This is an optimization exercise on Yosys and OpenROAD, whose aim is small area and a short achievable clock period, not a production implementation.
In this exercise RTL edits were held to simulation tests only and were not proved equivalent to the original.
Power is estimated from default activity; no workload was simulated.

## fir_filter
module fir_filter (
   input  logic               clk,
   input  logic               rst,
   input  logic signed [15:0] inp,
   output logic signed [39:0] outp
);
Size: ~3800 cells after synthesis, ~58 I/O pins, ~54000 sq um of cells after synthesis.
clock: 9.0 ns
lec_check: 0
cap_margin: 20
core_margin: 2
core_utilization: 40
slew_margin: 20
synth_hierarchical: 1
synth_minimum_keep_size: 0
run.sh (not shown) runs the stock make flow with config.mk's settings and CLKGATE_MAP_FILE= SYNTH_SCRIPT=/design/flow/synth_recipe.tcl, a recipe that flattens the netlist after the stock synthesis.
==> next run, changes <==
- CORE_UTILIZATION: 40 -> 65
- PLACE_DENSITY: unset -> 0.75
Global-route usage came out higher by 12 points.
Cell area came out lower by 2.2%.
Worst setup slack gets worse by 0.030 ns.
Via count came out higher by 1.3%.
Critical path depth stays the same.
Sequential power barely changes.
First-iteration DRC count came out higher by 13%.
Synthesized area does not change.
Total power came out lower by 4.3%.
Clock power came out lower by 12%.
==> next run, changes <==
- CORE_UTILIZATION: 65 -> 40
- CTS_BUF_LIST: unset -> sky130_fd_sc_hd__clkbuf_8
- CTS_CLUSTER_DIAMETER: unset -> 60
- CTS_CLUSTER_SIZE: unset -> 20
- PLACE_DENSITY: 0.75 -> unset
=> Global-route usage is lower by 13 points. First-iteration DRC count goes down by 12%. Sequential power barely changes. Die area came out higher by 62%. Cell count grows by 14%.
==> next run, changes <==
- CTS_BUF_LIST: sky130_fd_sc_hd__clkbuf_8 -> sky130_fd_sc_hd__clkbuf_4 sky130_fd_sc_hd__clkbuf_8
- CTS_CLUSTER_DIAMETER: 60 -> unset
- CTS_CLUSTER_SIZE: 20 -> unset
Effect: Critical path depth is unchanged; clock-buffer cell count increases by 119; flip-flop and latch count stays the same; routed wire length grows by 1.2%; design area goes up by 2.0%; maximum frequency fell by 0.81%; via count went up by 1.6%; sequential share of layout area drops by 0.53 points; clock power rose by 39%.
==> next run, changes <==
- CTS_BUF_LIST: sky130_fd_sc_hd__clkbuf_4 sky130_fd_sc_hd__clkbuf_8 -> unset
- SETUP_SLACK_MARGIN: unset -> 4.2
Routed wire length is higher by 3.5%.
Utilization is higher by 2.0 points.
Register-to-register slack is better by 0.39 ns.
Worst setup slack is better by 0.39 ns.
Clock-buffer cell count is lower by 87.
First-iteration DRC count is lower by 14%.
Critical path depth is lower by 1.
Via count is higher by 1.6%.
Synthesized cell count is unchanged.

* * *

## zinc
fir_filter, a different RTL version from the one above (not shown whole).
Size in the first run: about 810 flip-flops, ~58 I/O pins, ~57000 sq um of cells after synthesis.
export LEC_CHECK = 0
export CAP_MARGIN = 20
export CORE_MARGIN = 2
export CORE_UTILIZATION = 40
export CTS_BUF_LIST = sky130_fd_sc_hd__clkbuf_16
export CTS_CLUSTER_DIAMETER = 80
export CTS_CLUSTER_SIZE = 30
export SETUP_SLACK_MARGIN = 4.6
export SLEW_MARGIN = 20
export SYNTH_HIERARCHICAL = 1
export SYNTH_MINIMUM_KEEP_SIZE = 0
create_clock -name core_clock -period 9.0 [get_ports {clk}]
Edits applied to the flow inputs when going from zinc to delta:
diff --git a/flow/config.mk b/flow/config.mk
--- a/flow/config.mk
+++ b/flow/config.mk
@@ -8,9 +8,10 @@
 export CAP_MARGIN = 20
 export CORE_MARGIN = 2
-export CORE_UTILIZATION = 40
+export CORE_UTILIZATION = 60
 export CTS_BUF_LIST = sky130_fd_sc_hd__clkbuf_16
 export CTS_CLUSTER_DIAMETER = 80
 export CTS_CLUSTER_SIZE = 30
-export SETUP_SLACK_MARGIN = 4.6
+export PLACE_DENSITY = 0.72
+export SETUP_SLACK_MARGIN = 4.4
 export SLEW_MARGIN = 20
 export SYNTH_HIERARCHICAL = 1
Findings:
- Per the comparison of delta with zinc, global-route usage went up; met3 track utilization from global routing went up; half-perimeter wire length of the detailed placement result went down; number of filler instances in the final layout went down.
- [compare] base=zinc new=delta: via count now sits at about the same level; total power now sits at about the same level; ratio of cells with drive above 1 in the final layout now sits lower.
- Cmp delta vs zinc: die area lower in delta
- Comparing ratio of total power to cell area for zinc and delta, the smaller number came from zinc.
- | area occupied by registers | delta vs zinc | ≈ equal |
[inputs] quartz vs delta
diff --git a/flow/config.mk b/flow/config.mk
--- a/flow/config.mk
+++ b/flow/config.mk
@@ -8,10 +8,9 @@
 export CAP_MARGIN = 20
 export CORE_MARGIN = 2
-export CORE_UTILIZATION = 60
+export CORE_UTILIZATION = 40
 export CTS_BUF_LIST = sky130_fd_sc_hd__clkbuf_16
 export CTS_CLUSTER_DIAMETER = 80
 export CTS_CLUSTER_SIZE = 30
-export PLACE_DENSITY = 0.72
-export SETUP_SLACK_MARGIN = 4.4
+export SETUP_SLACK_MARGIN = 4.9
 export SLEW_MARGIN = 20
 export SYNTH_HIERARCHICAL = 1
Notes after the runs:
quartz reports a higher core area than delta does.
First-iteration DRC count in quartz is 11% lower than in delta
The proportion of power drawn by combinational gates of quartz is higher than that of delta.
On power, the higher figure sits with quartz, not delta.
Diff delta..quartz | post-detailed-route DRC marker count | unchanged
Highest routed metal layer: met4 -> quartz, met5 -> delta
Summary of quartz over delta: combinational group power increased by about 4% relative to the old numbers, routability congestion estimate decreased by 0.052 relative to the old numbers, height of the chip increased by about 22% relative to the old numbers, sequential power closely matched the old numbers, cell area increased by 4500 sq um relative to the old numbers.
d[14][3]$_SDFF_PP0_ as the first element of the critical path was reported by delta, and d[16][6]$_SDFF_PP0_ by quartz.
Modified inputs, indigo compared to quartz
diff --git a/flow/config.mk b/flow/config.mk
--- a/flow/config.mk
+++ b/flow/config.mk
@@ -12,5 +12,5 @@
 export CTS_CLUSTER_DIAMETER = 80
 export CTS_CLUSTER_SIZE = 30
-export SETUP_SLACK_MARGIN = 4.9
+export SETUP_SLACK_MARGIN = 4.4
 export SLEW_MARGIN = 20
 export SYNTH_HIERARCHICAL = 1
Findings:
indigo: post-route fraction of the period consumed by the critical path 1.5 points above quartz
Changes observed in indigo relative to quartz: sum of internal, switching and leakage power now smaller; non-clock buffer instance count of the final layout now smaller; core occupancy in the finished layout now smaller; number of vias per cell comparable.
The met2 track demand over resource number comes out lower for indigo vs quartz.
Static leakage shrinks by a few percent when moving from quartz to indigo.

-- static timing again, ports no longer ideal --
The flow's constraints put no driver on any port. The routed layouts listed below were extracted and timed again, unchanged, in two steps.
Step 1 assumes that a clkbuf_16 drives the clock port and a buf_2 every other input.
Step 2 adds t to the input delays and takes it off the output delays; t is the mean of the earliest and latest rising clock arrival at the registers after step 1. Input paths then give back, and output paths get back, about the clock's delay inside the block.
Three values: no drivers, after step 1, after step 2; two values: the first two.
| run | t (ns) | setup WS [ns] | hold WS [ns] | worst setup path after step 2 | worst slew at a driven data input, ns |
|---|---|---|---|---|---|
| the first run of note 1 | 0.759 | 3.662 / 3.662 / 3.662 | 0.410 / 0.410 / 0.410 | register to register | 0.07 |
| the second run of note 1 | 0.711 | 3.632 / 3.632 / 3.632 | 0.435 / 0.435 / 0.435 | register to register | 0.06 |
| the third run of note 1 | 0.848 | 3.669 / 3.669 / 3.669 | 0.408 / 0.408 / 0.408 | register to register | 0.07 |
| the fourth run of note 1 | 0.907 | 3.625 / 3.625 / 3.625 | 0.406 / 0.406 / 0.406 | register to register | 0.07 |
| the fifth run of note 1 | 0.754 | 4.019 / 4.019 / 4.019 | 0.413 / 0.413 / 0.413 | register to register | 0.08 |
| zinc | 0.743 | 4.558 / 4.558 / 4.558 | 0.424 / 0.424 / 0.424 | register to register | 0.07 |
| delta | 0.728 | 4.419 / 4.419 / 4.419 | 0.439 / 0.439 / 0.439 | register to register | 0.10 |
| quartz | 0.733 | 4.599 / 4.599 / 4.599 | 0.422 / 0.422 / 0.422 | register to register | 0.07 |
| indigo | 0.758 | 4.463 / 4.463 / 4.463 | 0.423 / 0.423 / 0.423 | register to register | 0.07 |
After both steps setup and hold are still met in every run listed.
